From an optimization exercise on the open Yosys and OpenROAD flow, aimed at a short achievable clock period and few clock cycles; shortcuts taken in it are not production practice.
At most, simulation tests tie the RTL to the original design; equivalence was not proved.
Only the layout flow was run in run 1; the RTL was not checked for function there.
Power is estimated from default activity; no workload was simulated.

`flow/run.sh`:
```
#!/bin/bash
# synth_recipe.tcl (not shown) runs the flow's synth.tcl, then flattens the netlist and writes it again
# the make line also repeats each setting of config.mk as NAME=value (left out here)
make -C /OpenROAD-flow-scripts/flow DESIGN_CONFIG=/design/flow/config.mk WORK_HOME=/design/flow/orfs CLKGATE_MAP_FILE= SYNTH_SCRIPT=/design/flow/synth_recipe.tcl finish
```
`flow/config.mk`:
```
export PLATFORM = sky130hd
export DESIGN_NAME = core_top
export DESIGN_NICKNAME = core_top
export VERILOG_FILES = /design/flow/design.v
export SDC_FILE = /design/flow/constraint.sdc
export NUM_CORES = 4
export LEC_CHECK = 0
export ABC_CLOCK_PERIOD_IN_PS = 3500
export CAP_MARGIN = 20
export CORE_MARGIN = 2
export CORE_UTILIZATION = 35
export SLEW_MARGIN = 20
```
`flow/constraint.sdc`:
```
create_clock -name core_clock -period 14.0 [get_ports {clk_i}]
set_input_delay 2.8000 -clock core_clock [delete_from_list [all_inputs] [get_ports {clk_i}]]
set_output_delay 2.8000 -clock core_clock [all_outputs]
set_load 0.01 [all_outputs]
```
`flow/design.v`:
```
package core_pkg;
  localparam int XLEN     = 32;
  localparam int NUM_REGS = 32;
  localparam logic [6:0] OP_ALU    = 7'b0110011;
  localparam logic [6:0] OP_ALUI   = 7'b0010011;
  localparam logic [6:0] OP_LOAD   = 7'b0000011;
  localparam logic [6:0] OP_STORE  = 7'b0100011;
  localparam logic [6:0] OP_BRANCH = 7'b1100011;
  localparam logic [6:0] OP_JAL    = 7'b1101111;
  localparam logic [6:0] OP_JALR   = 7'b1100111;
  localparam logic [6:0] OP_LUI    = 7'b0110111;
  localparam logic [6:0] OP_AUIPC  = 7'b0010111;
  localparam logic [6:0] OP_FENCE  = 7'b0001111;
  localparam logic [6:0] OP_SYSTEM = 7'b1110011;
  typedef enum logic [5:0] {
    OP_ALU_ADD,
    OP_ALU_SUB,
    OP_ALU_SLL,
    OP_ALU_SLT,
    OP_ALU_SLTU,
    OP_ALU_XOR,
    OP_ALU_SRL,
    OP_ALU_SRA,
    OP_ALU_OR,
    OP_ALU_AND,
    OP_ALU_NOP
  } alu_op_e;
  typedef enum logic [2:0] {
    BRANCH_BEQ,
    BRANCH_BNE,
    BRANCH_BLT,
    BRANCH_BGE,
    BRANCH_BLTU,
    BRANCH_BGEU,
    BRANCH_JAL_JALR
  } branch_op_e;
  typedef enum logic [1:0] {
    RES_ALU,
    RES_PC4,
    RES_MEM
  } result_sel_e;
  typedef struct packed {
    logic [6:0] funct7;
    logic [4:0] rs2;
    logic [4:0] rs1;
    logic [2:0] funct3;
    logic [4:0] rd;
    logic [6:0] opcode;
  } r_fmt_t;
  typedef struct packed {
    logic [11:0] imm_11_0;
    logic [4:0]  rs1;
    logic [2:0]  funct3;
    logic [4:0]  rd;
    logic [6:0]  opcode;
  } i_fmt_t;
  typedef struct packed {
    logic [6:0] imm_11_5;
    logic [4:0] rs2;
    logic [4:0] rs1;
    logic [2:0] funct3;
    logic [4:0] imm_4_0;
    logic [6:0] opcode;
  } s_fmt_t;
  typedef struct packed {
    logic       imm_12;
    logic [5:0] imm_10_5;
    logic [4:0] rs2;
    logic [4:0] rs1;
    logic [2:0] funct3;
    logic [3:0] imm_4_1;
    logic       imm_11;
    logic [6:0] opcode;
  } b_fmt_t;
  typedef struct packed {
    logic [19:0] imm_31_12;
    logic [4:0]  rd;
    logic [6:0]  opcode;
  } u_fmt_t;
  typedef struct packed {
    logic       imm_20;
    logic [9:0] imm_10_1;
    logic       imm_11;
    logic [7:0] imm_19_12;
    logic [4:0] rd;
    logic [6:0] opcode;
  } j_fmt_t;
  typedef union packed {
    r_fmt_t r_fmt;
    i_fmt_t i_fmt;
    s_fmt_t s_fmt;
    b_fmt_t b_fmt;
    u_fmt_t u_fmt;
    j_fmt_t j_fmt;
  } inst_u;
  typedef struct packed {
    logic        pc_en;
    logic        branch;
    branch_op_e  branch_op;
    result_sel_e result_sel;
    logic        mem_write;
    logic        mem_read;
    logic        alu_src_a;    
    logic        alu_src_b;    
    logic        reg_write;
    alu_op_e     alu_op;
    logic [4:0]  rs1_addr;
    logic [4:0]  rs2_addr;
    logic [4:0]  rd_addr;
  } ctrl_t;
  typedef struct packed {
    logic [XLEN-1:0] addr;
    logic [XLEN-1:0] wdata;
    logic            we;
    logic            re;
  } dmem_req_t;
  typedef struct packed {
    logic add;
    logic sub;
    logic sll;
    logic slt;
    logic sltu;
    logic xr;
    logic srl;
    logic sra;
    logic orr;
    logic andd;
    logic pre;     
  } alu_sel_t;
  typedef struct packed {
    logic eq;
    logic ne;
    logic lt;
    logic ge;
    logic ltu;
    logic geu;
  } br_sel_t;
endpackage
`timescale 1ns/1ps
module core_alu (
  input  logic [core_pkg::XLEN-1:0] operand_a_i,
  input  logic [core_pkg::XLEN-1:0] operand_b_i,
  input  logic [core_pkg::XLEN-1:0] pre_i,         
  input  core_pkg::alu_sel_t        sel_i,         
  input  core_pkg::br_sel_t         br_i,          
  output logic [core_pkg::XLEN-1:0] sum_o,
  output logic [core_pkg::XLEN-1:0] result_o,
  output logic                      branch_taken_o
);
  logic [core_pkg::XLEN-1:0] a;
  logic [core_pkg::XLEN-1:0] b;
  logic [core_pkg::XLEN-1:0] diff;
  logic [4:0]                shamt;
  logic                      eq;
  logic                      lt_signed;
  logic                      lt_unsigned;
  assign a           = operand_a_i;
  assign b           = operand_b_i;
  assign shamt       = b[4:0];
  assign sum_o       = a + b;
  assign diff        = a - b;
  assign eq          = (a == b);
  assign lt_unsigned = a < b;
  assign lt_signed   = $signed(a) < $signed(b);
  always_comb
  begin
    result_o = ({32{sel_i.add}}  & sum_o)
             | ({32{sel_i.sub}}  & diff)
             | ({32{sel_i.sll}}  & (a << shamt))
             | ({32{sel_i.slt}}  & {31'b0, lt_signed})
             | ({32{sel_i.sltu}} & {31'b0, lt_unsigned})
             | ({32{sel_i.xr}}   & (a ^ b))
             | ({32{sel_i.srl}}  & (a >> shamt))
             | ({32{sel_i.sra}}  & $unsigned($signed(a) >>> shamt))
             | ({32{sel_i.orr}}  & (a | b))
             | ({32{sel_i.andd}} & (a & b))
             | ({32{sel_i.pre}}  & pre_i);
  end
  assign branch_taken_o = (br_i.eq  & eq)
                        | (br_i.ne  & !eq)
                        | (br_i.lt  & lt_signed)
                        | (br_i.ge  & !lt_signed)
                        | (br_i.ltu & lt_unsigned)
                        | (br_i.geu & !lt_unsigned);
endmodule
`timescale 1ns/1ps
module core_regfile (
  input  logic                      clk_i,
  input  logic                      rstn_i,
  input  logic [4:0]                rs1_addr_i,
  input  logic [4:0]                rs2_addr_i,
  input  logic [4:0]                rd_addr_i,
  input  logic                      we_i,
  input  logic [core_pkg::XLEN-1:0] wdata_i,
  output logic [core_pkg::XLEN-1:0] rs1_data_o,
  output logic [core_pkg::XLEN-1:0] rs2_data_o
);
  logic [core_pkg::XLEN-1:0] regs [1:core_pkg::NUM_REGS-1];
  always_ff @(posedge clk_i or negedge rstn_i)
  begin
    if (!rstn_i)
    begin
      for (int i = 1; i < core_pkg::NUM_REGS; i++)
        regs[i] <= '0;
    end
    else if (we_i && (rd_addr_i != '0))
      regs[rd_addr_i] <= wdata_i;
  end
  assign rs1_data_o = (rs1_addr_i == '0) ? '0 : regs[rs1_addr_i];
  assign rs2_data_o = (rs2_addr_i == '0) ? '0 : regs[rs2_addr_i];
endmodule
`timescale 1ns/1ps
module core_controller (
  input  logic [31:0]        inst_i,
  output logic               uses_rs1_o,
  output logic               uses_rs2_o,
  output logic               writes_rd_o,    
  output logic               load_o,
  output logic               store_o,
  output logic               branch_o,
  output logic               jal_o,
  output logic               jalr_o,
  output logic               b_imm_o,        
  output logic               pre_imm_o,      
  output logic               pre_pcimm_o,    
  output logic               pre_pc4_o,      
  output logic [31:0]        imm_o,
  output core_pkg::alu_sel_t alu_sel_o,
  output core_pkg::br_sel_t  br_sel_o
);
  logic [6:0] opcode;
  logic [2:0] funct3;
  logic       alt;
  logic       op_r;
  logic       op_i;
  logic       op_lui;
  logic       op_auipc;
  assign opcode   = inst_i[6:0];
  assign funct3   = inst_i[14:12];
  assign alt      = inst_i[30];
  assign op_r     = (opcode == core_pkg::OP_ALU);
  assign op_i     = (opcode == core_pkg::OP_ALUI);
  assign op_lui   = (opcode == core_pkg::OP_LUI);
  assign op_auipc = (opcode == core_pkg::OP_AUIPC);
  assign load_o   = (opcode == core_pkg::OP_LOAD);
  assign store_o  = (opcode == core_pkg::OP_STORE);
  assign branch_o = (opcode == core_pkg::OP_BRANCH);
  assign jal_o    = (opcode == core_pkg::OP_JAL);
  assign jalr_o   = (opcode == core_pkg::OP_JALR);
  assign uses_rs1_o  = op_r | op_i | load_o | store_o | branch_o | jalr_o;
  assign uses_rs2_o  = op_r | store_o | branch_o;
  assign writes_rd_o = (op_r | op_i | load_o | jal_o | jalr_o | op_lui | op_auipc) &&
                       (inst_i[11:7] != 5'd0);
  assign b_imm_o     = !(op_r | branch_o);
  assign pre_imm_o   = op_lui;
  assign pre_pcimm_o = op_auipc;
  assign pre_pc4_o   = jal_o | jalr_o;
  always_comb
  begin
    case (opcode)
      core_pkg::OP_STORE:
        imm_o = {{20{inst_i[31]}}, inst_i[31:25], inst_i[11:7]};
      core_pkg::OP_BRANCH:
        imm_o = {{20{inst_i[31]}}, inst_i[7], inst_i[30:25], inst_i[11:8], 1'b0};
      core_pkg::OP_LUI, core_pkg::OP_AUIPC:
        imm_o = {inst_i[31:12], 12'b0};
      core_pkg::OP_JAL:
        imm_o = {{12{inst_i[31]}}, inst_i[19:12], inst_i[20], inst_i[30:21], 1'b0};
      default:
        imm_o = {{20{inst_i[31]}}, inst_i[31:20]};
    endcase
  end
  always_comb
  begin
    alu_sel_o = '0;
    if (op_r)
    begin
      case ({alt, funct3})
        4'b0000: alu_sel_o.add  = 1'b1;
        4'b1000: alu_sel_o.sub  = 1'b1;
        4'b0001: alu_sel_o.sll  = 1'b1;
        4'b0010: alu_sel_o.slt  = 1'b1;
        4'b0011: alu_sel_o.sltu = 1'b1;
        4'b0100: alu_sel_o.xr   = 1'b1;
        4'b0101: alu_sel_o.srl  = 1'b1;
        4'b1101: alu_sel_o.sra  = 1'b1;
        4'b0110: alu_sel_o.orr  = 1'b1;
        4'b0111: alu_sel_o.andd = 1'b1;
        default: ;    
      endcase
    end
    else if (op_i)
    begin
      case (funct3)
        3'b000:  alu_sel_o.add  = 1'b1;
        3'b001:  alu_sel_o.sll  = 1'b1;
        3'b010:  alu_sel_o.slt  = 1'b1;
        3'b011:  alu_sel_o.sltu = 1'b1;
        3'b100:  alu_sel_o.xr   = 1'b1;
        3'b101:
        begin
          alu_sel_o.sra = alt;
          alu_sel_o.srl = !alt;
        end
        3'b110:  alu_sel_o.orr  = 1'b1;
        default: alu_sel_o.andd = 1'b1;
      endcase
    end
    else if (op_lui | op_auipc | jal_o | jalr_o)
      alu_sel_o.pre = 1'b1;
    else
      alu_sel_o.add = 1'b1;
  end
  always_comb
  begin
    br_sel_o = '0;
    case (funct3)
      3'b001:  br_sel_o.ne  = 1'b1;
      3'b100:  br_sel_o.lt  = 1'b1;
      3'b101:  br_sel_o.ge  = 1'b1;
      3'b110:  br_sel_o.ltu = 1'b1;
      3'b111:  br_sel_o.geu = 1'b1;
      default: br_sel_o.eq  = 1'b1;
    endcase
  end
endmodule
`timescale 1ns/1ps
module core_datapath #(
  parameter int N = 2
) (
  input  logic        clk_i,
  input  logic        rstn_i,
  input  logic [31:0] pc_i,         
  output logic        hit_o,
  output logic [31:0] target_o,
  input  logic        we_i,         
  input  logic [31:0] we_pc_i,
  input  logic [31:0] we_target_i
);
  logic         valid_q  [N];
  logic [31:1]  tag_q    [N];
  logic [31:1]  target_q [N];
  logic [$clog2(N)-1:0] ptr_q;
  logic [N-1:0] hit;
  always_comb
  begin
    target_o = '0;
    for (int i = 0; i < N; i++)
    begin
      hit[i] = valid_q[i] && (tag_q[i] == pc_i[31:1]);
      target_o[31:1] = target_o[31:1] | ({31{hit[i]}} & target_q[i]);
    end
  end
  assign hit_o = |hit;
  always_ff @(posedge clk_i or negedge rstn_i)
  begin
    if (!rstn_i)
    begin
      for (int i = 0; i < N; i++)
        valid_q[i] <= 1'b0;
      ptr_q <= '0;
    end
    else if (we_i)
    begin
      valid_q[ptr_q] <= 1'b1;
      ptr_q          <= ptr_q + 1'b1;
    end
  end
  always_ff @(posedge clk_i)
  begin
    if (we_i)
    begin
      tag_q[ptr_q]    <= we_pc_i[31:1];
      target_q[ptr_q] <= we_target_i[31:1];
    end
  end
endmodule
`timescale 1ns/1ps
module core_top (
  input  logic                      clk_i,
  input  logic                      rstn_i,
  output logic [core_pkg::XLEN-1:0] imem_addr_o,
  input  logic [31:0]               imem_data_i,    
  output logic [65:0]               dmem_req_o,     
  input  logic [core_pkg::XLEN-1:0] dmem_rdata_i
);
  logic [31:0] pc_q;
  logic        d_valid_q;
  logic [31:0] d_inst_q;
  logic [31:0] d_pc_q;
  logic        d_bp_q;          
  logic               e_valid_q;
  logic [31:0]        e_a_q;
  logic [31:0]        e_b_q;
  logic [31:0]        e_sdata_q;
  logic [31:0]        e_pre_q;
  logic [31:0]        e_alt_pc_q;    
  core_pkg::alu_sel_t e_sel_q;
  core_pkg::br_sel_t  e_br_q;
  logic               e_branch_q;
  logic               e_jalr_q;
  logic               e_pred_q;      
  logic               e_load_q;
  logic               e_store_q;
  logic               e_wr_q;        
  logic [4:0]         e_rd_q;
  logic        m_wr_q;
  logic        m_load_q;
  logic [4:0]  m_rd_q;
  logic [31:0] m_res_q;
  logic [31:0] m_addr_q;
  logic [31:0] m_wdata_q;
  logic        m_we_q;
  logic        m_re_q;
  logic        w_wr_q;
  logic        w_load_q;
  logic [4:0]  w_rd_q;
  logic [31:0] w_res_q;
  logic        btb_hit;
  logic [31:0] btb_target;
  logic        btb_we;
  logic [31:0] pc_plus4;
  logic [31:0] pc_d;
  logic        ex_redirect;
  logic [31:0] ex_target;
  logic        id_redirect;
  logic [31:0] id_target;
  logic        stall;
  assign imem_addr_o = pc_q;
  assign pc_plus4    = pc_q + 32'd4;
  core_datapath #(.N(2)) btb_i (
    .clk_i       (clk_i),
    .rstn_i      (rstn_i),
    .pc_i        (pc_q),
    .hit_o       (btb_hit),
    .target_o    (btb_target),
    .we_i        (btb_we),
    .we_pc_i     (d_pc_q),
    .we_target_i (id_target)
  );
  always_comb
  begin
    if (ex_redirect)
      pc_d = ex_target;
    else if (id_redirect)
      pc_d = id_target;
    else if (stall)
      pc_d = pc_q;
    else if (btb_hit)
      pc_d = btb_target;
    else
      pc_d = pc_plus4;
  end
  always_ff @(posedge clk_i or negedge rstn_i)
  begin
    if (!rstn_i)
      pc_q <= '0;
    else
      pc_q <= pc_d;
  end
  always_ff @(posedge clk_i or negedge rstn_i)
  begin
    if (!rstn_i)
      d_valid_q <= 1'b0;
    else if (ex_redirect || id_redirect)
      d_valid_q <= 1'b0;
    else if (!stall)
      d_valid_q <= 1'b1;
  end
  always_ff @(posedge clk_i)
  begin
    if (!stall)
    begin
      d_inst_q <= imem_data_i;
      d_pc_q   <= pc_q;
      d_bp_q   <= btb_hit;
    end
  end
  logic               id_uses_rs1;
  logic               id_uses_rs2;
  logic               id_writes;
  logic               id_load;
  logic               id_store;
  logic               id_branch;
  logic               id_jal;
  logic               id_jalr;
  logic               id_b_imm;
  logic               id_pre_imm;
  logic               id_pre_pcimm;
  logic               id_pre_pc4;
  logic [31:0]        id_imm;
  core_pkg::alu_sel_t id_sel;
  core_pkg::br_sel_t  id_br;
  logic [4:0]         rs1;
  logic [4:0]         rs2;
  logic [4:0]         rd;
  logic [31:0]        rf_rs1;
  logic [31:0]        rf_rs2;
  logic [31:0]        id_pc_imm;
  logic [31:0]        id_pc4;
  logic               id_pred;
  logic [31:0]        ex_res;
  logic [31:0]        wb_data;
  logic               wb_we;
  assign rs1 = d_inst_q[19:15];
  assign rs2 = d_inst_q[24:20];
  assign rd  = d_inst_q[11:7];
  core_controller dec_i (
    .inst_i      (d_inst_q),
    .uses_rs1_o  (id_uses_rs1),
    .uses_rs2_o  (id_uses_rs2),
    .writes_rd_o (id_writes),
    .load_o      (id_load),
    .store_o     (id_store),
    .branch_o    (id_branch),
    .jal_o       (id_jal),
    .jalr_o      (id_jalr),
    .b_imm_o     (id_b_imm),
    .pre_imm_o   (id_pre_imm),
    .pre_pcimm_o (id_pre_pcimm),
    .pre_pc4_o   (id_pre_pc4),
    .imm_o       (id_imm),
    .alu_sel_o   (id_sel),
    .br_sel_o    (id_br)
  );
  core_regfile regfile_i (
    .clk_i      (clk_i),
    .rstn_i     (rstn_i),
    .rs1_addr_i (rs1),
    .rs2_addr_i (rs2),
    .rd_addr_i  (w_rd_q),
    .we_i       (wb_we),
    .wdata_i    (wb_data),
    .rs1_data_o (rf_rs1),
    .rs2_data_o (rf_rs2)
  );
  assign id_pc_imm = d_pc_q + id_imm;
  assign id_pc4    = d_pc_q + 32'd4;
  assign id_pred   = id_jal || (id_branch && d_inst_q[31]);    
  assign id_target = id_pc_imm;
  assign id_redirect = d_valid_q && !stall && (id_pred != d_bp_q);
  assign btb_we      = d_valid_q && !stall && id_pred && !d_bp_q;
  logic ex1_hit, mem1_hit, wb1_hit;
  logic ex2_hit, mem2_hit, wb2_hit;
  logic [31:0] rs1_old;
  logic [31:0] rs2_old;
  logic [31:0] rs1_val;
  logic [31:0] rs2_val;
  assign ex1_hit  = e_wr_q && (e_rd_q == rs1);
  assign mem1_hit = m_wr_q && (m_rd_q == rs1);
  assign wb1_hit  = w_wr_q && (w_rd_q == rs1);
  assign ex2_hit  = e_wr_q && (e_rd_q == rs2);
  assign mem2_hit = m_wr_q && (m_rd_q == rs2);
  assign wb2_hit  = w_wr_q && (w_rd_q == rs2);
  assign stall = d_valid_q &&
                 ((id_uses_rs1 && ((ex1_hit && e_load_q) || (!ex1_hit && mem1_hit && m_load_q))) ||
                  (id_uses_rs2 && ((ex2_hit && e_load_q) || (!ex2_hit && mem2_hit && m_load_q))));
  assign rs1_old = mem1_hit ? m_res_q : wb1_hit ? wb_data : rf_rs1;
  assign rs2_old = mem2_hit ? m_res_q : wb2_hit ? wb_data : rf_rs2;
  assign rs1_val = ex1_hit ? ex_res : rs1_old;
  assign rs2_val = ex2_hit ? ex_res : rs2_old;
  always_ff @(posedge clk_i or negedge rstn_i)
  begin
    if (!rstn_i)
    begin
      e_valid_q  <= 1'b0;
      e_wr_q     <= 1'b0;
      e_load_q   <= 1'b0;
      e_store_q  <= 1'b0;
      e_branch_q <= 1'b0;
      e_jalr_q   <= 1'b0;
    end
    else
    begin
      e_valid_q  <= d_valid_q && !stall && !ex_redirect;
      e_wr_q     <= d_valid_q && !stall && !ex_redirect && id_writes;
      e_load_q   <= d_valid_q && !stall && !ex_redirect && id_load;
      e_store_q  <= d_valid_q && !stall && !ex_redirect && id_store;
      e_branch_q <= d_valid_q && !stall && !ex_redirect && id_branch;
      e_jalr_q   <= d_valid_q && !stall && !ex_redirect && id_jalr;
    end
  end
  always_ff @(posedge clk_i)
  begin
    e_a_q      <= rs1_val;
    e_b_q      <= id_b_imm ? id_imm : rs2_val;
    e_sdata_q  <= rs2_val;
    e_pre_q    <= id_pre_imm ? id_imm : id_pre_pcimm ? id_pc_imm : id_pc4;
    e_alt_pc_q <= id_pred ? id_pc4 : id_pc_imm;
    e_sel_q    <= id_sel;
    e_br_q     <= id_br;
    e_pred_q   <= id_pred;
    e_rd_q     <= rd;
  end
  logic [31:0] ex_sum;
  logic        ex_taken;
  core_alu alu_i (
    .operand_a_i    (e_a_q),
    .operand_b_i    (e_b_q),
    .pre_i          (e_pre_q),
    .sel_i          (e_sel_q),
    .br_i           (e_br_q),
    .sum_o          (ex_sum),
    .result_o       (ex_res),
    .branch_taken_o (ex_taken)
  );
  assign ex_redirect = e_jalr_q || (e_branch_q && (ex_taken != e_pred_q));
  assign ex_target   = e_jalr_q ? {ex_sum[31:1], 1'b0} : e_alt_pc_q;
  always_ff @(posedge clk_i or negedge rstn_i)
  begin
    if (!rstn_i)
    begin
      m_wr_q   <= 1'b0;
      m_load_q <= 1'b0;
      m_we_q   <= 1'b0;
      m_re_q   <= 1'b0;
    end
    else
    begin
      m_wr_q   <= e_wr_q;
      m_load_q <= e_load_q;
      m_we_q   <= e_store_q;
      m_re_q   <= e_load_q;
    end
  end
  always_ff @(posedge clk_i)
  begin
    m_rd_q    <= e_rd_q;
    m_res_q   <= ex_res;
    m_addr_q  <= ex_sum;
    m_wdata_q <= e_sdata_q;
  end
  assign dmem_req_o = {m_addr_q, m_wdata_q, m_we_q, m_re_q};
  always_ff @(posedge clk_i or negedge rstn_i)
  begin
    if (!rstn_i)
    begin
      w_wr_q   <= 1'b0;
      w_load_q <= 1'b0;
    end
    else
    begin
      w_wr_q   <= m_wr_q;
      w_load_q <= m_load_q;
    end
  end
  always_ff @(posedge clk_i)
  begin
    w_rd_q  <= m_rd_q;
    w_res_q <= m_res_q;
  end
  assign wb_data = w_load_q ? dmem_rdata_i : w_res_q;
  assign wb_we   = w_wr_q;
endmodule
```
==> metrics.log, run 1 <==
[metrics] WP data required: 14,790 ps
[metrics] setup tns final: 0 ps
[metrics] power after layout: about 15 mW
[metrics] number of core rows: 174
[metrics] Post-route DRC: 0
[metrics] first-pass GRT wire length: about 550 mm
[metrics] Critical Path Max Stage Delay: 890 ps
[metrics] y dimension of the die: 478.7 um
[metrics] pre-CTS setup slack: 8545 ps
[metrics] Critical Path Sink Type: flop
[metrics] Fmax achieved: about 0.18 GHz
[metrics] Avg Cell Area, Syn: 9.146 um^2
[metrics] total of warnings raised by yosys: 7
[metrics] post-synthesis sequential area ratio: 48.52%
[metrics] fraction of synthesized cell area taken by the top area cell type: between 30 and 40%
[metrics] WP data arrival: roughly 6400 ps
[metrics] Cells on Worst Hold Path: 0
[metrics] Setup Fix Bufs, Post-CTS: 0
[metrics] first-pass detailed-route iteration total: 12
[metrics] number of distinct standard cells referenced by the synthesized netlist: 97
[metrics] Final Setup Violations: 0
[metrics] flop-to-flop setup slack: ~8400 ps
[metrics] most common cell after layout, fill and taps aside: dfrtp_1
[metrics] area of the core: 0.2245 mm^2
[metrics] Endpoint, Worst Hold: m_wdata_q[27]
[metrics] highest-count cells in the layout ignoring fill and taps: dfrtp_1 (1,037), a21oi_1 (958), nor2_1 (946)
[metrics] leading cell types by total area after synthesis: dfrtp_1 (33%), dfxtp_1 (8.4%), a22oi_1 (8.2%), edfxtp_1 (7.2%), a21oi_1 (6.1%)
[metrics] highest ir drop seen on vdd: 0.1556 mV
[metrics] Critical-path top delay cell: a2111oi_1
[metrics] area leader, netlist: dfrtp_1
[metrics] 1st-iter DRT viols: 13,470
[metrics] setup repair after global routing missed its margin: no
[metrics] endpoint of the worst-slack reg-to-reg timing path: pc_q[28]
[metrics] antenna-violating nets left: 0
[metrics] net count reported at finish: slightly below 9,000
[metrics] Reg-to-Reg Start: e_a_q[31]
[metrics] total of flip-flops plus latches after synthesis: 1,558
[metrics] hold crit path type: flop to flop
[metrics] Maximum Capacitance Violations: 0
[metrics] via count of the first global-routing pass: just over 70,000
[metrics] number of vias per cell: 6.527
[metrics] worst clock skew: 107.0 ps
[metrics] grt ovf: 0
[metrics] Hold Buf Count CTS: 0
[metrics] Worst setup SP type: flop
[metrics] layout filler cell count: 21,780
[metrics] fraction of layout instances using a drive strength above 1: 10.04%
[metrics] starting utilization of the core area: 35.14%
[metrics] I/O Buffers: 163
[metrics] clock latency reported for the late side of the worst-skew pair: just under 900 ps
[metrics] number of flops mapped to enable cells by yosys: 189
[metrics] final max-slew violation count: 0
[metrics] Static Leakage: between 30 and 40 nW
[metrics] routed len/inst: 34.49 um
[metrics] most instantiated flip-flop cell in the synthesis netlist: dfrtp_1
[metrics] multi-input logic area: 0.03820 mm^2
[metrics] Root Buffer Master: clkbuf_16
[metrics] number of cells produced by synthesis: 8,625
[metrics] status: no timing/DRC/antenna violations
[metrics] FF+latch area: around 0.038 mm^2
[metrics] Final GP Congestion: 0.9998
[metrics] die outline width: 478.7 um
[metrics] period utilization: 39.91%
[metrics] cell class contributing the biggest share of worst-path delay: compound AO/OA/AOI/OAI gates
[metrics] critical path's most frequent cell: inv_1
[metrics] Post-Synthesis Cell Area: 0.07888 mm^2
[metrics] Synth async-reset ratio: 66.62%
[metrics] final hold violations: 0
[metrics] minimum setup slack in the final design: 8413 ps
[metrics] number of H-tree levels: 4
[metrics] Buf/Inv on CP: 3
[metrics] hold path startpoint: e_sdata_q[27]
[metrics] pin count of the biggest net entering global routing: 172
[metrics] number of top-level design ports: 164
[metrics] count of vias placed by the detailed router: ~76,000
[metrics] Synth Net Count: 8,824
[metrics] count of cells along the worst register-to-register path: 13
[metrics] power density cells: 166.6 mW/mm^2
[metrics] dpl hpwl: 250.3 mm
[metrics] Max-slew headroom: between 10% and 20%
[metrics] final critical delay including setup and external delays: 5587 ps
[metrics] antenna violations before repair: 24
[metrics] slew at the pin closest to its max-slew limit: 1338 ps
[metrics] die footprint: 0.2292 mm^2
[metrics] maximum buffer depth of the clock tree: 3
[metrics] Total GRT Usage: approximately a third
[metrics] drt total wl: 400.2 mm
[metrics] CP Cell Sequence: inv_1, ha_1, inv_1, a21oi_1, o31ai_1, a2111oi_1, or4b_1, a211o_1, nand4_2, buf_4, or3_1, o22ai_1, a211oi_2
[metrics] CTS tree: built
[metrics] clock slew at the register clock pins of the worst setup and hold paths: around 70 ps
[metrics] number of sinks on the clock net: 1,558
[metrics] Critical Setup Path Class: flop to flop
[metrics] peak fanout along the critical path: 57
[metrics] clock buffers created by TritonCTS: 171
[metrics] post-CTS resize count: 0
[metrics] area growth from synthesis to layout: 14.42%
## power breakdown
group | internal, mW | switching, mW
sequential | 5.31 | 0.802
combinational | 1.41 | 2.74
clock | 2.70 | 2.08
## how the worst max path moves through the flow
stage                     cells after the start          from                end  slack, ps
after detailed placement                     17   d_inst_q[6]           pc_q[28]       8550
final                                        13     e_a_q[31]           pc_q[28]       8410
after CTS                                    17   d_inst_q[6]           pc_q[28]       8570
after global routing                         19   d_inst_q[5]           pc_q[28]       8070
after global placement                       19   d_inst_q[5]           pc_q[28]       8530
after floorplan                               9  d_inst_q[19]  btb_i.tag_q[0][0]       8620
## kinds of logic after synthesis
group                      Yosys count  synth area share, %
adders and majority gates          133                2.138
muxes                              265                4.467
buffers and inverters              884                4.338
DFF                               1558                48.52
AOI/OAI and AO/OA                 2944                23.54
xor gates and xnor gates           214                2.376
and+or+nand+nor                   2627                14.62
## through the flow
stage	hold WS, ps	area [um^2]	util (%)	instances
2_1_floorplan	309.6	78880	-	8625
5_1_grt	329.5	90240	40.20	11600
6_report	326.2	90260	40.21	11600
3_5_place_dp	312.1	84160	37.50	11270
3_3_place_gp	312.1	84090	37.47	11270
4_1_cts	326.7	90070	40.13	11590
## sequential cells by signal, summed over array words and instances, names as in the netlist, 11 cells and up, named ones only
register	flops
w_res_q	32
m_addr_q	32
e_pre_q	32
btb_i.tag_q	62
e_a_q	32
pc_q	32
m_wdata_q	32
e_sel_q	11
e_alt_pc_q	32
e_b_q	32
btb_i.target_q	62
d_inst_q	32
regfile_i.regs	992
m_res_q	32
e_sdata_q	32
d_pc_q	32
## layout make-up
type | instances | share of cell area (%)
sequential | 1558 | 42.42
inverter | 144 | 0.5988
multi-input combinational | 6183 | 42.32
antenna | 9 | 0.02495
tap | 2992 | 4.148
clock buffer | 241 | 5.482
clock inverter | 77 | 1.058
timing repair buffer | 400 | 3.944
## worst reg2reg max path, stage by stage (launching register included)
cell and delay, ps:
dfxtp_1 800, inv_1 230, ha_1 500, inv_1 220, a21oi_1 180, o31ai_1 170
a2111oi_1 900, or4b_1 550, a211o_1 330, nand4_2 110, buf_4 580, or3_1 560
o22ai_1 180, a211oi_2 220
## layer usage
layer  track usage (%)  vias up  wire [um]  share of wire, %
met5                 0        -        243             0.061
met4             25.12       21      37720               9.4
met3             12.72     1927      54000                13
met2             48.21     6328     164600                41
met1             41.08    36400     143600                36
li1                  -    31070          -                 -
## synth_stat cells (29+ instances only)
cell,number
a211oi_1,36
a21o_1,44
a21oi_1,958
a221oi_1,40
a222oi_1,64
a22o_1,30
a22oi_1,860
a31oi_1,29
and2_1,31
and3_1,45
buf_1,58
clkbuf_1,643
dfrtp_1,1038
dfxtp_1,331
edfxtp_1,189
ha_1,130
inv_1,141
mux2_2,82
mux2i_1,121
mux4_2,61
nand2_1,876
nand2b_1,42
nand3_1,120
nand4_1,145
nor2_1,1023
nor3_1,124
nor4_1,55
o211ai_1,48
o21ai_0,616
o31ai_1,34
or3_1,50
xnor2_1,102
xor2_1,112
==> inputs of run 2 (changes only) <==
--- a/flow/design.v
+++ b/flow/design.v
@@ -328,3 +328,3 @@
 module core_datapath #(
-  parameter int N = 2
+  parameter int N = 2    
 ) (
@@ -335,5 +335,7 @@
   output logic [31:0] target_o,
+  output logic [31:0] next_inst_o,
   input  logic        we_i,         
   input  logic [31:0] we_pc_i,
-  input  logic [31:0] we_target_i
+  input  logic [31:0] we_target_i,
+  input  logic [31:0] we_next_inst_i
 );
@@ -342,3 +344,4 @@
   logic [31:1]  target_q [N];
-  logic [$clog2(N)-1:0] ptr_q;
+  logic [31:0]  next_q   [N];
+  logic         ptr_q;        
   logic [N-1:0] hit;
@@ -346,3 +349,4 @@
   begin
-    target_o = '0;
+    target_o    = '0;
+    next_inst_o = '0;
     for (int i = 0; i < N; i++)
@@ -351,2 +355,3 @@
       target_o[31:1] = target_o[31:1] | ({31{hit[i]}} & target_q[i]);
+      next_inst_o    = next_inst_o | ({32{hit[i]}} & next_q[i]);
     end
@@ -365,3 +370,3 @@
       valid_q[ptr_q] <= 1'b1;
-      ptr_q          <= ptr_q + 1'b1;
+      ptr_q          <= !ptr_q;
     end
@@ -374,2 +379,3 @@
       target_q[ptr_q] <= we_target_i[31:1];
+      next_q[ptr_q]   <= we_next_inst_i;
     end
@@ -391,2 +397,3 @@
   logic        d_bp_q;          
+  logic [31:0] d_next_q;        
   logic               e_valid_q;
@@ -397,2 +404,5 @@
   logic [31:0]        e_alt_pc_q;    
+  logic [31:0]        e_pc4_q;
+  logic [31:0]        e_next_q;      
+  logic               e_restart_q;   
   core_pkg::alu_sel_t e_sel_q;
@@ -420,2 +430,3 @@
   logic [31:0] btb_target;
+  logic [31:0] btb_next;
   logic        btb_we;
@@ -436,5 +447,7 @@
     .target_o    (btb_target),
+    .next_inst_o (btb_next),
     .we_i        (btb_we),
     .we_pc_i     (d_pc_q),
-    .we_target_i (id_target)
+    .we_target_i (id_pc_imm),
+    .we_next_inst_i (imem_data_i)    
   );
@@ -464,3 +477,5 @@
       d_valid_q <= 1'b0;
-    else if (ex_redirect || id_redirect)
+    else if (ex_redirect)
+      d_valid_q <= e_restart_q;
+    else if (id_redirect)
       d_valid_q <= 1'b0;
@@ -471,3 +486,9 @@
   begin
-    if (!stall)
+    if (ex_redirect)
+    begin
+      d_inst_q <= e_next_q;
+      d_pc_q   <= e_pc4_q;
+      d_bp_q   <= 1'b0;
+    end
+    else if (!stall)
     begin
@@ -476,2 +497,3 @@
       d_bp_q   <= btb_hit;
+      d_next_q <= btb_next;
     end
@@ -500,3 +522,8 @@
   logic [31:0]        id_pc4;
+  logic [31:0]        id_pc8;
+  logic               jalr_now;
+  logic [31:0]        jalr_sum;
   logic               id_pred;
+  logic               ex1_hit, mem1_hit, wb1_hit;
+  logic               ex2_hit, mem2_hit, wb2_hit;
   logic [31:0]        ex_res;
@@ -536,10 +563,44 @@
   );
-  assign id_pc_imm = d_pc_q + id_imm;
+  logic [31:0] imm_b;
+  logic [31:0] imm_j;
+  logic [31:0] imm_u;
+  logic [31:0] imm_i;
+  logic [31:0] pc_imm_b;
+  logic [31:0] pc_imm_j;
+  logic [31:0] pc_imm_u;
+  assign imm_b    = {{20{d_inst_q[31]}}, d_inst_q[7], d_inst_q[30:25], d_inst_q[11:8], 1'b0};
+  assign imm_j    = {{12{d_inst_q[31]}}, d_inst_q[19:12], d_inst_q[20], d_inst_q[30:21], 1'b0};
+  assign imm_u    = {d_inst_q[31:12], 12'b0};
+  assign imm_i    = {{20{d_inst_q[31]}}, d_inst_q[31:20]};
+  assign pc_imm_b = d_pc_q + imm_b;
+  assign pc_imm_j = d_pc_q + imm_j;
+  assign pc_imm_u = d_pc_q + imm_u;
+  assign id_pc_imm = id_jal ? pc_imm_j : pc_imm_b;    
   assign id_pc4    = d_pc_q + 32'd4;
+  assign id_pc8    = d_pc_q + 32'd8;
   assign id_pred   = id_jal || (id_branch && d_inst_q[31]);    
-  assign id_target = id_pc_imm;
-  assign id_redirect = d_valid_q && !stall && (id_pred != d_bp_q);
+  logic [31:0] jalr_sum_e;
+  logic [31:0] jalr_sum_m;
+  assign jalr_sum_e = e_pre_q + imm_i;
+  assign jalr_sum_m = m_res_q + imm_i;
+  always_comb
+  begin
+    jalr_now = 1'b0;
+    jalr_sum = imm_i;
+    if (rs1 == 5'd0)
+      jalr_now = 1'b1;
+    else if (ex1_hit)
+    begin
+      jalr_now = e_sel_q.pre;
+      jalr_sum = jalr_sum_e;
+    end
+    else if (mem1_hit)
+    begin
+      jalr_now = !m_load_q;
+      jalr_sum = jalr_sum_m;
+    end
+  end
+  assign id_target = (id_jalr && jalr_now) ? {jalr_sum[31:1], 1'b0} : id_pc_imm;
+  assign id_redirect = d_valid_q && !stall && ((id_pred != d_bp_q) || (id_jalr && jalr_now));
   assign btb_we      = d_valid_q && !stall && id_pred && !d_bp_q;
-  logic ex1_hit, mem1_hit, wb1_hit;
-  logic ex2_hit, mem2_hit, wb2_hit;
   logic [31:0] rs1_old;
@@ -579,3 +640,3 @@
       e_branch_q <= d_valid_q && !stall && !ex_redirect && id_branch;
-      e_jalr_q   <= d_valid_q && !stall && !ex_redirect && id_jalr;
+      e_jalr_q   <= d_valid_q && !stall && !ex_redirect && id_jalr && !jalr_now;
     end
@@ -587,4 +648,7 @@
     e_sdata_q  <= rs2_val;
-    e_pre_q    <= id_pre_imm ? id_imm : id_pre_pcimm ? id_pc_imm : id_pc4;
-    e_alt_pc_q <= id_pred ? id_pc4 : id_pc_imm;
+    e_pre_q    <= id_pre_imm ? imm_u : id_pre_pcimm ? pc_imm_u : id_pc4;
+    e_alt_pc_q <= id_pred ? id_pc8 : pc_imm_b;
+    e_pc4_q    <= id_pc4;
+    e_next_q   <= d_bp_q ? d_next_q : imem_data_i;
+    e_restart_q <= id_branch && id_pred;
     e_sel_q    <= id_sel;
==> flow/flow/run.sh (new file) <==
#!/bin/bash
# Standard layout, with timing repair asked to leave setup slack beyond the clock period so
# that the layout is optimised for a short achieved period. The constraints are unchanged.
set -euo pipefail
export SETUP_SLACK_MARGIN=10
bash standard.sh finish > standard_flow.log 2>&1
==> flow/standard.sh (new file) <==
#!/bin/bash
# synth_recipe.tcl (not shown) runs the flow's synth.tcl, then flattens the netlist and writes it again
# the make line also repeats each setting of config.mk as NAME=value (left out here)
make -C /OpenROAD-flow-scripts/flow DESIGN_CONFIG=/design/flow/config.mk WORK_HOME=/design/flow/orfs CLKGATE_MAP_FILE= SYNTH_SCRIPT=/design/flow/synth_recipe.tcl "${@:-finish}"
--- a/flow/config.mk
+++ b/flow/config.mk
@@ -10,3 +10,4 @@
 export CORE_MARGIN = 2
-export CORE_UTILIZATION = 35
+export CORE_UTILIZATION = 30
+export PLACE_DENSITY = 0.5
 export SLEW_MARGIN = 20
removed: flow/run.sh
==> metrics.log, run 2 <==
[metrics] y dimension of the die: 550.5 um (+15%)
[metrics] WP data arrival: 1560 ps (-4810 ps)
[metrics] first-pass GRT wire length: 690.7 mm (+25%)
[metrics] 1st-iter DRT viols: 16,470 (+22%)
[metrics] clock slew at the register clock pins of the worst setup and hold paths: 60 ps (about the same)
[metrics] share of total power in sequential cells: 35.3% (-5.3 points)
[metrics] Synth Net Count: 10,040 (+14%)
[metrics] CP Cell Sequence: buf_6
[metrics] Buf/Inv on CP: 1 (-2)
[metrics] net count reported at finish: 10,150 (+17%)
[metrics] minimum setup slack in the final design: 9639 ps (+1227 ps)
[metrics] Endpoint, Worst Hold: m_wdata_q[19]
[metrics] clock buffers created by TritonCTS: 201 (+18%)
[metrics] drt total wl: 510.0 mm (+27%)
[metrics] CTS tree: built
[metrics] Placed Cells: 13,310 (+18%)
[metrics] number of vias per cell: 6.417 (-1.7%)
[metrics] Static Leakage: 42.25 nW (+22%)
[metrics] peak fanout along the critical path: 2 (-96%)
[metrics] leading cell types by total area after synthesis: dfrtp_1 (29%), edfxtp_1 (9.5%), dfxtp_1 (8.8%), a22oi_1 (5.2%), a21oi_1 (4.9%)
[metrics] total net switching power: 8.032 mW (+43%)
[metrics] total of flip-flops plus latches after synthesis: 1,718 (+10%)
[metrics] Avg Cell Area, Syn: 9.190 um^2 (+0.48%)
[metrics] utilization after layout: 36.54% (-3.7 points)
[metrics] total of warnings raised by yosys: 7 (unchanged)
[metrics] top register by number of flip-flops: regfile_i.regs
[metrics] area of the core: 0.2970 mm^2 (+32%)
[metrics] Worst setup SP type: flop
[metrics] endpoint of the worst-slack reg-to-reg timing path: e_a_q[15]
[metrics] highest-count cells in the layout ignoring fill and taps: nand2_1 (1,074), dfrtp_1 (1,016), nor2_1 (948)
[metrics] clock latency reported for the late side of the worst-skew pair: 920 ps (+30 ps)
[metrics] Synth async-reset ratio: 60.42% (-6.2 points)
[metrics] highest ir drop seen on vdd: 0.1115 mV (-28%)
[metrics] Critical Path Sink Type: output pin
[metrics] clock group share of total power: 28.2% (-3.6 points)
[metrics] fraction of layout instances using a drive strength above 1: 16.55% (+6.5 points)
[metrics] pre-CTS setup slack: 7610 ps (-935.4 ps)
[metrics] count of vias placed by the detailed router: 89,770 (+19%)
[metrics] most frequently used cell type in the post-synthesis netlist: nand2_1
[metrics] antenna violations before repair: 51 (+110%)
[metrics] number of top-level design ports: 164 (unchanged)
[metrics] I/O Buffers: 163 (unchanged)
[metrics] dpl hpwl: 314.9 mm (+26%)
[metrics] Reg-to-Reg Start: d_inst_q[15]
[metrics] hold crit path type: flop to flop
[metrics] Critical-path top delay cell: dfrtp_4
[metrics] number of stages on the worst setup path: 1 (-12)
[metrics] number of flops mapped to enable cells by yosys: 284 (+50%)
[metrics] number of H-tree levels: 4 (unchanged)
[metrics] setup tns final: 0 ps (unchanged)
[metrics] fraction of synthesized cell area taken by the top area cell type: 28.99% (-3.9 points)
[metrics] starting utilization of the core area: 30.17% (-5.0 points)
[metrics] Fmax achieved: 0.2293 GHz (+28%)
[metrics] non-filler cells in the finished layout: 13,990 (+21%)
[metrics] most common cell after layout, fill and taps aside: nand2_1
[metrics] number of flip-flops under the largest register name: 992 (unchanged)
[metrics] area of all placed cells without fillers: 0.1085 mm^2 (+20%)
[metrics] Cells on Worst Hold Path: 0 (unchanged)
[metrics] die outline width: 550.5 um (+15%)
[metrics] via count of the first global-routing pass: 82,870 (+17%)
[metrics] cell class contributing the biggest share of worst-path delay: flip-flops
[metrics] beginning of the critical path: pc_q[2]
[metrics] Maximum Capacitance Violations: 0 (unchanged)
[metrics] area of placed instances: 0.09635 mm^2 (+14%)
[metrics] minimum hold slack: 327.5 ps (+1.308 ps)
[metrics] first-pass detailed-route iteration total: 10 (-2)
[metrics] number of sinks on the clock net: 1,718 (+10%)
[metrics] Final Setup Violations: 0 (unchanged)
[metrics] power after layout: 19.69 mW (+31%)
[metrics] most instantiated flip-flop cell in the synthesis netlist: dfrtp_1
[metrics] Net Sw Frac: 40.79% (+3.4 points)
[metrics] Critical Setup Path Class: flop to output pin
[metrics] area growth from synthesis to layout: 21.11%
[metrics] Hold Buf Count CTS: 0 (unchanged)
[metrics] number of core rows: 200 (+15%)
[metrics] maximum buffer depth of the clock tree: 4 (+1)
[metrics] grt ovf: 0 (unchanged)
[metrics] share of power burned in combinational logic: 36.5% (+8.9 points)
[metrics] slew at the pin closest to its max-slew limit: 1311 ps (-26.62 ps)
[metrics] Max-slew headroom: 11.65% (+1.1 points)
[metrics] setup repair after global routing missed its margin: yes
[metrics] area leader, netlist: dfrtp_1
[metrics] Post-route DRC: 0 (unchanged)
[metrics] hold path startpoint: e_sdata_q[19]
[metrics] count of cells along the worst register-to-register path: 12 (-1)
[metrics] final hold violations: 0 (unchanged)
[metrics] Post-Synthesis Cell Area: 0.08961 mm^2 (+14%)
[metrics] worst clock skew: 127.4 ps (+20.42 ps)
[metrics] final max-slew violation count: 0 (unchanged)
[metrics] WP data required: 11,200 ps (-3590 ps)
[metrics] number of distinct standard cells referenced by the synthesized netlist: 114 (+18%)
[metrics] post-synthesis sequential area ratio: 47.35% (-1.2 points)
[metrics] routed len/inst: 36.46 um (+5.7%)
[metrics] final critical delay including setup and external delays: 4361 ps (-1227 ps)
[metrics] Final GP Congestion: 0.9868 (-1.3%)
[metrics] pin count of the biggest net entering global routing: 157 (-8.7%)
[metrics] largest registers ranked by flip-flop count: regfile_i.regs: 992 flops, btb_i.next_q: 64 flops
[metrics] Root Buffer Master: clkbuf_16
[metrics] period utilization: 31.15% (-8.8 points)
[metrics] Critical Path Max Stage Delay: 540 ps (-350 ps)
[metrics] internal power component: 11.66 mW (+24%)
[metrics] Total GRT Usage: 32.45% (-1.2 points)
[metrics] die footprint: 0.3031 mm^2 (+32%)
[metrics] power density cells: 181.5 mW/mm^2 (+8.9%)
[metrics] synth cell count leaders: nand2_1 (1,091), dfrtp_1 (1,038), nor2_1 (1,033), a21oi_1 (885), o21ai_0 (820)
[metrics] antenna-violating nets left: 0 (unchanged)
[metrics] number of cells produced by synthesis: 9,751 (+13%)
[metrics] status: no timing/DRC/antenna violations
[metrics] flop-to-flop setup slack: 9840 ps (+1430 ps)
run 2: cell types whose count changed in the layout (fill, tap and decap cells not counted), sizes merged, moves of 142 or more:
cell,delta
a22o,+142
o21ai,+218
buf,+388
a221oi,+155
nand2,+218
a22oi,-237
run 2: layout make-up:
| cell class | instances | area, um^2 |
|---|---|---|
| Fill cell | 29690 | 188500 |
| Multi-Input combinational cell | 7055 | 46390 |
| Sequential cell | 1718 | 42630 |
| Timing Repair Buffer | 706 | 7029 |
| Clock buffer | 281 | 5791 |
| Tap cell | 3939 | 4928 |
| Clock inverter | 82 | 967.2 |
| Inverter | 176 | 691.9 |
| Antenna cell | 31 | 77.57 |
| Timing Repair inverter | 2 | 16.27 |
run 2: power groups by stage:
stage               clock [mW]  combinational (mW)  sequential (mW)
floorplan                    0                3.60             6.41
global placement             0                5.96             7.03
detailed placement           0                6.01             7.03
CTS                       5.57                6.67             6.90
global route              5.78                7.48             6.97
finish                    5.55                7.19             6.96
run 2: per-layer routing:
| metal | part of all wire [%] | track usage [%] | wire length, um |
|---|---|---|---|
| met5 | 0.068 | 0.5472 | 346 |
| met4 | 7.0 | 19.00 | 35810 |
| met1 | 39 | 43.57 | 200100 |
| met2 | 40 | 44.33 | 202200 |
| met3 | 14 | 11.65 | 71590 |
run 2: how the worst max path moves through the flow:
| stage | end | slack (ps) |
|---|---|---|
| global route | imem_addr_o[2] | 9600 |
| finish | imem_addr_o[2] | 9640 |
| CTS | imem_addr_o[2] | 9600 |
| floorplan | btb_i.next_q[0][0] | 8390 |
| detailed placement | d_next_q[26] | 7610 |
| global placement | d_next_q[29] | 7670 |
run 2: timing repair:
item                                   4_1_cts  5_1_grt
setup buffers                              150       94
setup endpoints to repair                 1284      672
gates cloned                                36        5
endpoints found under the hold margin        0        0
pin swaps                                   42       62
gates resized for setup                    874      250
run 2: cells by family (layout without fill, tap and decap cells):
kind of cell | after synthesis | count (layout) | synth area share, %
AO/OA/AOI/OAI | 3384 | 3384 | 24.83
XOR/XNOR | 344 | 344 | 3.362
adder cells (fa/ha/maj) | 221 | 221 | 3.144
buffers and inverters | 1001 | 1247 | 4.429
flip-flops | 1718 | 1718 | 47.35
multiplexers | 173 | 189 | 2.665
other | 0 | 31 | 0
AND/OR/NAND/NOR | 2910 | 2917 | 14.22
Testbench counts of run 2, summed over its fixed seeds: cycles 29,440.
==> inputs of run 3 (changes only) <==
--- a/flow/design.v
+++ b/flow/design.v
@@ -393,2 +393,3 @@
   logic [31:0] pc_q;
+  logic [31:0] imem_addr_q;     
   logic        d_valid_q;
@@ -439,3 +440,3 @@
   logic        stall;
-  assign imem_addr_o = pc_q;
+  assign imem_addr_o = imem_addr_q;
   assign pc_plus4    = pc_q + 32'd4;
@@ -473,2 +474,9 @@
   end
+  always_ff @(posedge clk_i)
+  begin
+    if (!rstn_i)
+      imem_addr_q <= '0;
+    else
+      imem_addr_q <= pc_d;
+  end
   always_ff @(posedge clk_i or negedge rstn_i)
@@ -678,4 +686,2 @@
       m_load_q <= 1'b0;
-      m_we_q   <= 1'b0;
-      m_re_q   <= 1'b0;
     end
@@ -685,4 +691,15 @@
       m_load_q <= e_load_q;
-      m_we_q   <= e_store_q;
-      m_re_q   <= e_load_q;
+    end
+  end
+  always_ff @(posedge clk_i)
+  begin
+    if (!rstn_i)
+    begin
+      m_we_q <= 1'b0;
+      m_re_q <= 1'b0;
+    end
+    else
+    begin
+      m_we_q <= e_store_q;
+      m_re_q <= e_load_q;
     end
==> metrics.log, run 3 <==
[metrics] share of total power in sequential cells: 35.7% (+0.4 points)
[metrics] Final GP Congestion: 0.9903 (+0.35%)
[metrics] maximum buffer depth of the clock tree: 4 (unchanged)
[metrics] Worst Setup EP: d_pc_q[27]
[metrics] total net switching power: 8.192 mW (+2.0%)
[metrics] Root Buffer Master: clkbuf_16
[metrics] Net Sw Frac: 40.71% (-0.076 points)
[metrics] Synth Net Count: 10,500 (+4.6%)
[metrics] setup tns final: 0 ps (unchanged)
[metrics] Critical Path Max Stage Delay: 510 ps (-30 ps)
[metrics] setup repair after global routing missed its margin: yes
[metrics] antenna-violating nets left: 0 (unchanged)
[metrics] WP data arrival: 4860 ps (+3300 ps)
[metrics] highest ir drop seen on vdd: 0.09629 mV (-14%)
[metrics] clock latency reported for the late side of the worst-skew pair: 940 ps (+20 ps)
[metrics] slew at the pin closest to its max-slew limit: 1277 ps (-34.83 ps)
[metrics] fraction of synthesized cell area taken by the top area cell type: 28.12% (-0.87 points)
[metrics] Max-slew headroom: 14.11% (+2.5 points)
[metrics] starting utilization of the core area: 30.15% (about the same)
[metrics] die outline width: 558.6 um (+1.5%)
[metrics] area growth from synthesis to layout: 23.30%
[metrics] most instantiated flip-flop cell in the synthesis netlist: dfrtp_1
[metrics] number of vias per cell: 6.338 (-1.2%)
[metrics] beginning of the critical path: e_b_q[3]
[metrics] critical path's most frequent cell: buf_12
[metrics] net count reported at finish: 10,630 (+4.8%)
[metrics] Worst setup SP type: flop
[metrics] Synth async-reset ratio: 59.22% (-1.2 points)
[metrics] number of cells produced by synthesis: 10,210 (+4.7%)
[metrics] Critical Setup Path Class: flop to flop
[metrics] number of distinct standard cells referenced by the synthesized netlist: 96 (-16%)
[metrics] minimum hold slack: 304.5 ps (-23.05 ps)
[metrics] antenna violations before repair: 35 (-31%)
[metrics] number of flip-flops under the largest register name: 992 (unchanged)
[metrics] pin count of the biggest net entering global routing: 174 (+11%)
[metrics] leading cell types by total area after synthesis: dfrtp_1 (28%), dfxtp_1 (9.3%), edfxtp_1 (9.2%), a22oi_1 (6.8%), a21oi_1 (5.1%)
[metrics] count of cells along the worst register-to-register path: 21 (+9)
[metrics] total of warnings raised by yosys: 7 (unchanged)
[metrics] Reg-to-Reg Start: e_b_q[3]
[metrics] Maximum Capacitance Violations: 0 (unchanged)
[metrics] drt total wl: 533.6 mm (+4.6%)
[metrics] fraction of layout instances using a drive strength above 1: 17.78% (+1.2 points)
[metrics] area leader, netlist: dfrtp_1
[metrics] pre-CTS setup slack: 7787 ps (+176.9 ps)
[metrics] peak fanout along the critical path: 6 (+4)
[metrics] number of flops mapped to enable cells by yosys: 284 (unchanged)
[metrics] WP data required: 14,600 ps (+3400 ps)
[metrics] clock buffers created by TritonCTS: 202 (+0.50%)
[metrics] power density cells: 176.8 mW/mm^2 (-2.5%)
[metrics] area of placed instances: 0.09947 mm^2 (+3.2%)
[metrics] Final Setup Violations: 0 (unchanged)
[metrics] routed len/inst: 36.47 um (about the same)
[metrics] highest-count cells in the layout ignoring fill and taps: nand2_1 (1,106), dfrtp_1 (1,035), nor2_1 (935)
[metrics] period utilization: 30.38% (-0.76 points)
[metrics] most common cell after layout, fill and taps aside: nand2_1
[metrics] synth cell count leaders: nand2_1 (1,211), dfrtp_1 (1,037), nor2_1 (1,012), a21oi_1 (940), a22oi_1 (833)
[metrics] first-pass GRT wire length: 721.9 mm (+4.5%)
[metrics] I/O Buffers: 163 (unchanged)
[metrics] Critical Path Sink Type: flop
[metrics] clock slew at the register clock pins of the worst setup and hold paths: 70 ps (about the same)
[metrics] most frequently used cell type in the post-synthesis netlist: nand2_1
[metrics] share of power burned in combinational logic: 35.5% (-1.0 points)
[metrics] CTS tree: built
[metrics] flop-to-flop setup slack: 9750 ps (-90 ps)
[metrics] die footprint: 0.3121 mm^2 (+3.0%)
[metrics] area of the core: 0.3061 mm^2 (+3.0%)
[metrics] internal power component: 11.93 mW (+2.3%)
[metrics] number of core rows: 203 (+1.5%)
[metrics] CP Cell Sequence: buf_12, clkinvlp_4, buf_12, ha_4, nor2b_4, a211oi_4, o41a_1, a211oi_4, nand4_1, buf_6, buf_6, a31oi_4, o31a_1, nor3_4, buf_12, buf_12, buf_16, buf_12, buf_12, nand2_2, nand2_1
[metrics] worst clock skew: 123.8 ps (-3.608 ps)
[metrics] largest registers ranked by flip-flop count: regfile_i.regs: 992 flops, btb_i.next_q: 64 flops
[metrics] Post-route DRC: 0 (unchanged)
[metrics] final hold violations: 0 (unchanged)
[metrics] Critical-path top delay cell: o41a_1
[metrics] clock group share of total power: 28.8% (+0.6 points)
[metrics] Static Leakage: 45.00 nW (+6.5%)
[metrics] final critical delay including setup and external delays: 4254 ps (-107.0 ps)
[metrics] endpoint of the worst-slack reg-to-reg timing path: d_pc_q[27]
[metrics] area of all placed cells without fillers: 0.1138 mm^2 (+4.9%)
[metrics] 1st-iter DRT viols: 16,380 (-0.55%)
[metrics] final max-slew violation count: 0 (unchanged)
[metrics] number of H-tree levels: 4 (unchanged)
[metrics] y dimension of the die: 558.6 um (+1.5%)
[metrics] first-pass detailed-route iteration total: 14 (+4)
[metrics] Post-Synthesis Cell Area: 0.09229 mm^2 (+3.0%)
[metrics] total of flip-flops plus latches after synthesis: 1,751 (+1.9%)
[metrics] Fmax achieved: 0.2351 GHz (+2.5%)
[metrics] minimum setup slack in the final design: 9746 ps (+107.0 ps)
[metrics] count of vias placed by the detailed router: 92,740 (+3.3%)
[metrics] power after layout: 20.12 mW (+2.2%)
[metrics] dpl hpwl: 336.5 mm (+6.8%)
[metrics] grt ovf: 0 (unchanged)
[metrics] number of sinks on the clock net: 1,751 (+1.9%)
[metrics] Total GRT Usage: 32.95% (+0.50 points)
[metrics] via count of the first global-routing pass: 86,490 (+4.4%)
[metrics] status: no timing/DRC/antenna violations
[metrics] top register by number of flip-flops: regfile_i.regs
[metrics] hold crit path type: flop to flop
[metrics] post-synthesis sequential area ratio: 46.69% (-0.66 points)
[metrics] number of top-level design ports: 164 (unchanged)
[metrics] Avg Cell Area, Syn: 9.035 um^2 (-1.7%)
==> run 3: cell types whose count changed in the layout (fill, tap and decap cells not counted), moves of 31 or more <==
cell / change
nand2_1: +32
mux2i_1: +41
a21oi_1: +36
a21o_1: +45
xor2_1: -31
a22oi_1: +207
nand3_1: +40
a221oi_1: -119
nand2_2: +56
a22o_1: -107
==> run 3: cells by family after synthesis <==
group | share of synthesized area [%]
compound gates | 24.41
buf+inv | 4.347
flops | 46.69
fa+ha+maj | 3.053
mux | 3.674
xor+xnor | 2.847
simple gates | 14.98
==> run 3: power by group through the flow <==
stage               sequential [mW]  clock, mW  combinational (mW)
floorplan                      6.51          0                3.73
global placement               7.18          0                6.17
detailed placement             7.17          0                6.22
CTS                            7.12       5.82                6.61
global route                   7.18       6.02                7.45
finish                         7.18       5.79                7.15
==> run 3: cell type report <==
class	instances	area, um^2
clock inverter	98	1346
multi-input combinational	7436	49330
inverter	196	778.2
antenna	21	52.55
timing repair buffer	759	8021
timing repair inverter	1	16.27
tap	4100	5130
fill	30520	192300
sequential	1751	43340
clock buffer	269	5776
==> run 3: worst min path at each step <==
stage | startpoint | to | slack, ps | cells after the start
2_1_floorplan | e_sdata_q[0] | m_wdata_q[0] | 310 | 0
3_3_place_gp | e_sdata_q[20] | m_wdata_q[20] | 310 | 0
3_5_place_dp | e_sdata_q[11] | m_wdata_q[11] | 310 | 0
4_1_cts | e_sdata_q[24] | m_wdata_q[24] | 310 | 0
5_1_grt | e_sdata_q[24] | m_wdata_q[24] | 310 | 0
6_report | e_sdata_q[24] | m_wdata_q[24] | 300 | 0
==> run 3: worst max-delay path, delay by kind of cell, from the launching register on <==
family	cells	cell delay (ps)
buffers and inverters	10	1360
adder cells (fa/ha/maj)	1	270
AO/OA/AOI/OAI	5	1380
AND/OR/NAND/NOR	5	540
flip-flops	1	360
==> run 3: through the flow <==
step,cells,utilization [%]
floorplan,10210,-
global placement,13920,32.46
detailed placement,13930,32.50
CTS,14520,36.35
global route,14620,37.17
finish,14630,37.18
==> run 3: per-layer routing <==
| layer | vias to the layer above | track usage, % | wire length [um] |
|---|---|---|---|
| li1 | 37740 | - | - |
| met1 | 45480 | 41.50 | 199000 |
| met2 | 7464 | 47.36 | 219600 |
| met3 | 2035 | 10.12 | 66780 |
| met4 | 22 | 24.08 | 47960 |
| met5 | - | 0.7101 | 297 |
==> run 3: timing repair <==
item	CTS	global route
pin swaps	120	110
setup endpoints to repair	1290	931
resized for setup	1042	385
buffers inserted	178	84
gates cloned	45	5
hold buffers	0	0
Testbench counts of run 3, summed over its fixed seeds: cycles 29,440.
==> inputs of run 4 (changes only) <==
--- a/flow/flow/run.sh
+++ b/flow/flow/run.sh
@@ -4,3 +4,3 @@
 set -euo pipefail
-export SETUP_SLACK_MARGIN=10
+export SETUP_SLACK_MARGIN=10.4
 bash standard.sh finish > standard_flow.log 2>&1
--- a/flow/config.mk
+++ b/flow/config.mk
@@ -11,2 +11,4 @@
 export CORE_UTILIZATION = 30
+export CTS_CLUSTER_DIAMETER = 100
+export CTS_CLUSTER_SIZE = 20
 export PLACE_DENSITY = 0.5
==> metrics.log, run 4 <==
[metrics] most common cell after layout, fill and taps aside: nand2_1
[metrics] routed len/inst: 37.60 um (+3.1%)
[metrics] Total GRT Usage: 33.77% (+0.82 points)
[metrics] grt ovf: 0 (unchanged)
[metrics] Net Sw Frac: 44.68% (+4.0 points)
[metrics] 1st-iter DRT viols: 15,730 (-4.0%)
[metrics] setup tns final: 0 ps (unchanged)
[metrics] Critical Setup Path Class: flop to flop
[metrics] pin count of the biggest net entering global routing: 147 (-16%)
[metrics] share of power burned in combinational logic: 43.5% (+8.0 points)
[metrics] Worst Setup EP: d_pc_q[9]
[metrics] peak fanout along the critical path: 6 (unchanged)
[metrics] period utilization: 30.32% (-0.064 points)
[metrics] maximum buffer depth of the clock tree: 3 (-1)
[metrics] total of flip-flops plus latches after synthesis: 1,751 (unchanged)
[metrics] Fmax achieved: 0.2356 GHz (+0.21%)
[metrics] die outline width: 558.6 um (unchanged)
[metrics] via count of the first global-routing pass: 87,060 (+0.66%)
[metrics] beginning of the critical path: e_a_q[29]
[metrics] dpl hpwl: 340.7 mm (+1.3%)
[metrics] number of cells produced by synthesis: 10,210 (unchanged)
[metrics] fraction of synthesized cell area taken by the top area cell type: 28.12% (unchanged)
[metrics] Post-Synthesis Cell Area: 0.09229 mm^2 (unchanged)
[metrics] minimum hold slack: 335.3 ps (+30.80 ps)
[metrics] top register by number of flip-flops: regfile_i.regs
[metrics] number of distinct standard cells referenced by the synthesized netlist: 96 (unchanged)
[metrics] I/O Buffers: 163 (unchanged)
[metrics] share of total power in sequential cells: 37.9% (+2.2 points)
[metrics] slew at the pin closest to its max-slew limit: 1267 ps (-9.392 ps)
[metrics] Maximum Capacitance Violations: 0 (unchanged)
[metrics] die footprint: 0.3121 mm^2 (unchanged)
[metrics] Worst setup SP type: flop
[metrics] final hold violations: 0 (unchanged)
[metrics] number of flops mapped to enable cells by yosys: 284 (unchanged)
[metrics] Synth Net Count: 10,500 (unchanged)
[metrics] largest registers ranked by flip-flop count: regfile_i.regs: 992 flops, btb_i.next_q: 64 flops
[metrics] highest ir drop seen on vdd: 0.1157 mV (+20%)
[metrics] Root Buffer Master: clkbuf_16
[metrics] Reg-to-Reg Start: e_a_q[29]
[metrics] Final GP Congestion: 1.011 (+2.0%)
[metrics] FF+latch area: 0.04335 mm^2 (about the same)
[metrics] internal power component: 10.43 mW (-13%)
[metrics] drt total wl: 551.3 mm (+3.3%)
[metrics] fraction of layout instances using a drive strength above 1: 19.76% (+2.0 points)
[metrics] area growth from synthesis to layout: 23.94%
[metrics] CTS tree: built
[metrics] endpoint of the worst-slack reg-to-reg timing path: d_pc_q[9]
[metrics] total net switching power: 8.421 mW (+2.8%)
[metrics] clock latency reported for the late side of the worst-skew pair: 830 ps (-110 ps)
[metrics] Max-slew headroom: 14.63% (+0.52 points)
[metrics] setup repair after global routing missed its margin: yes
[metrics] final max-slew violation count: 0 (unchanged)
[metrics] multi-input logic area: 0.05095 mm^2 (+3.3%)
[metrics] number of vias per cell: 6.394 (+0.88%)
[metrics] count of vias placed by the detailed router: 93,740 (+1.1%)
[metrics] most instantiated flip-flop cell in the synthesis netlist: dfrtp_1
[metrics] Synth async-reset ratio: 59.22% (unchanged)
[metrics] WP data required: 14,590 ps (about the same)
[metrics] number of sinks on the clock net: 1,751 (unchanged)
[metrics] power after layout: 18.85 mW (-6.3%)
[metrics] Final Setup Violations: 0 (unchanged)
[metrics] clock group share of total power: 18.6% (-10 points)
[metrics] area leader, netlist: dfrtp_1
[metrics] antenna violations before repair: 46 (+31%)
[metrics] number of core rows: 203 (unchanged)
[metrics] number of flip-flops under the largest register name: 992 (unchanged)
[metrics] Post-route DRC: 0 (unchanged)
[metrics] first-pass detailed-route iteration total: 17 (+3)
[metrics] highest-count cells in the layout ignoring fill and taps: nand2_1 (1,097), dfrtp_1 (1,034), nor2_1 (925)
[metrics] hold crit path type: flop to flop
[metrics] antenna-violating nets left: 0 (unchanged)
[metrics] first-pass GRT wire length: 736.8 mm (+2.1%)
[metrics] flop-to-flop setup slack: 9760 ps (about the same)
[metrics] power density cells: 164.8 mW/mm^2 (-6.8%)
[metrics] Critical Path Sink Type: flop
[metrics] number of top-level design ports: 164 (unchanged)
[metrics] leading cell types by total area after synthesis: dfrtp_1 (28%), dfxtp_1 (9.3%), edfxtp_1 (9.2%), a22oi_1 (6.8%), a21oi_1 (5.1%)
[metrics] most frequently used cell type in the post-synthesis netlist: nand2_1
[metrics] Avg Cell Area, Syn: 9.035 um^2 (unchanged)
[metrics] Static Leakage: 44.66 nW (-0.75%)
[metrics] count of cells along the worst register-to-register path: 17 (-19%)
[metrics] layout filler cell count: 30,610 (+0.28%)
[metrics] Hold Buf Count CTS: 0 (unchanged)
[metrics] number of H-tree levels: 3 (-1)
[metrics] final critical delay including setup and external delays: 4245 ps (-8.920 ps)
[metrics] status: no timing/DRC/antenna violations
[metrics] area of placed instances: 0.09988 mm^2 (+0.41%)
[metrics] clock buffers created by TritonCTS: 106 (-48%)
[metrics] total of warnings raised by yosys: 7 (unchanged)
[metrics] clock slew at the register clock pins of the worst setup and hold paths: 90 ps (+20 ps)
[metrics] post-synthesis sequential area ratio: 46.69% (unchanged)
[metrics] net count reported at finish: 10,760 (+1.1%)
[metrics] synth cell count leaders: nand2_1 (1,211), dfrtp_1 (1,037), nor2_1 (1,012), a21oi_1 (940), a22oi_1 (833)
[metrics] WP data arrival: 4830 ps (-30 ps)
[metrics] starting utilization of the core area: 30.15% (unchanged)
[metrics] area of the core: 0.3061 mm^2 (unchanged)
[metrics] area of all placed cells without fillers: 0.1144 mm^2 (+0.52%)
[metrics] y dimension of the die: 558.6 um (unchanged)
[metrics] worst clock skew: 120.8 ps (-3.058 ps)
-- run 4: cell counts after synthesis --
No cell type changed its count.
-- run 4: cell families after synthesis --
kind of cell / after synthesis / share of synthesized area, %
compound gates: 3499 / 24.41
simple gates: 3135 / 14.98
flops: 1751 / 46.69
buf+inv: 1047 / 4.347
xor+xnor: 300 / 2.847
mux: 261 / 3.674
fa+ha+maj: 221 / 3.053
-- run 4: area by class of cell --
class | count | area share (%)
antenna | 26 | 0.05688
clock buffer | 148 | 2.519
clock inverter | 26 | 0.3424
inverter | 196 | 0.6815
multi-input combinational | 7453 | 44.54
sequential | 1751 | 37.90
tap | 4100 | 4.485
timing repair buffer | 957 | 9.454
timing repair inverter | 3 | 0.01969
-- run 4: metal layers --
metal	track usage, %	routed length [um]	up-vias	share of wire, %
met5	0.09262	394	-	0.071
li1	-	-	37950	-
met3	11.44	71440	2127	13
met4	24.75	51250	42	9.3
met1	41.36	200500	46050	36
met2	49.16	227700	7564	41
-- run 4: repair_timing --
action,in CTS,in global routing
setup endpoints to repair,2088,1217
gates resized for setup,1406,502
hold endpoints to repair,0,0
buffers inserted,283,145
pin swaps,176,172
cloned,74,16
-- run 4: worst min path at each step --
| stage | slack, ps | start | to | depth (start not counted) |
|---|---|---|---|---|
| 5_1_grt | 340 | e_sdata_q[3] | m_wdata_q[3] | 0 |
| 4_1_cts | 330 | e_sdata_q[16] | m_wdata_q[16] | 0 |
| 6_report | 340 | e_sdata_q[1] | m_wdata_q[1] | 0 |
| 2_1_floorplan | 310 | e_sdata_q[0] | m_wdata_q[0] | 0 |
| 3_3_place_gp | 310 | e_sdata_q[16] | m_wdata_q[16] | 0 |
| 3_5_place_dp | 310 | e_sdata_q[16] | m_wdata_q[16] | 0 |
-- run 4: power by group through the flow --
stage	clock network (mW)	registers [mW]	logic, mW
global placement	0	7.12	6.52
detailed placement	0	7.11	6.57
floorplan	0	6.53	3.82
finish	3.51	7.14	8.20
CTS	3.51	7.04	7.52
global route	3.69	7.14	8.46
-- run 4: worst max-delay path, cell delays in order, from the launching register on --
cell	delay, ps
dfxtp_4	360
buf_4	160
ha_1	220
a21o_4	210
a221o_1	320
or4_4	550
or3_4	470
and4_4	240
buf_6	120
nor4_4	370
nor3_4	90
buf_6	170
buf_16	150
buf_12	150
buf_8	140
buf_16	140
nand2_2	60
nand2_1	70
-- run 4: metrics by stage --
stage	utilization, %	std cells	setup slack, ps
2_1_floorplan	-	10210	9719
3_3_place_gp	32.58	13930	7728
3_5_place_dp	32.63	13940	7577
4_1_cts	36.14	14470	9815
5_1_grt	37.35	14640	9700
6_report	37.37	14660	9755

Check on run 4: ideal ports give 9.755 ns setup slack; a clkbuf_16 on the clock port and buf_2 on the inputs give 9.739 ns; moving port delays by the midpoint clock arrival (0.883 ns) as well gives 9.220 ns.
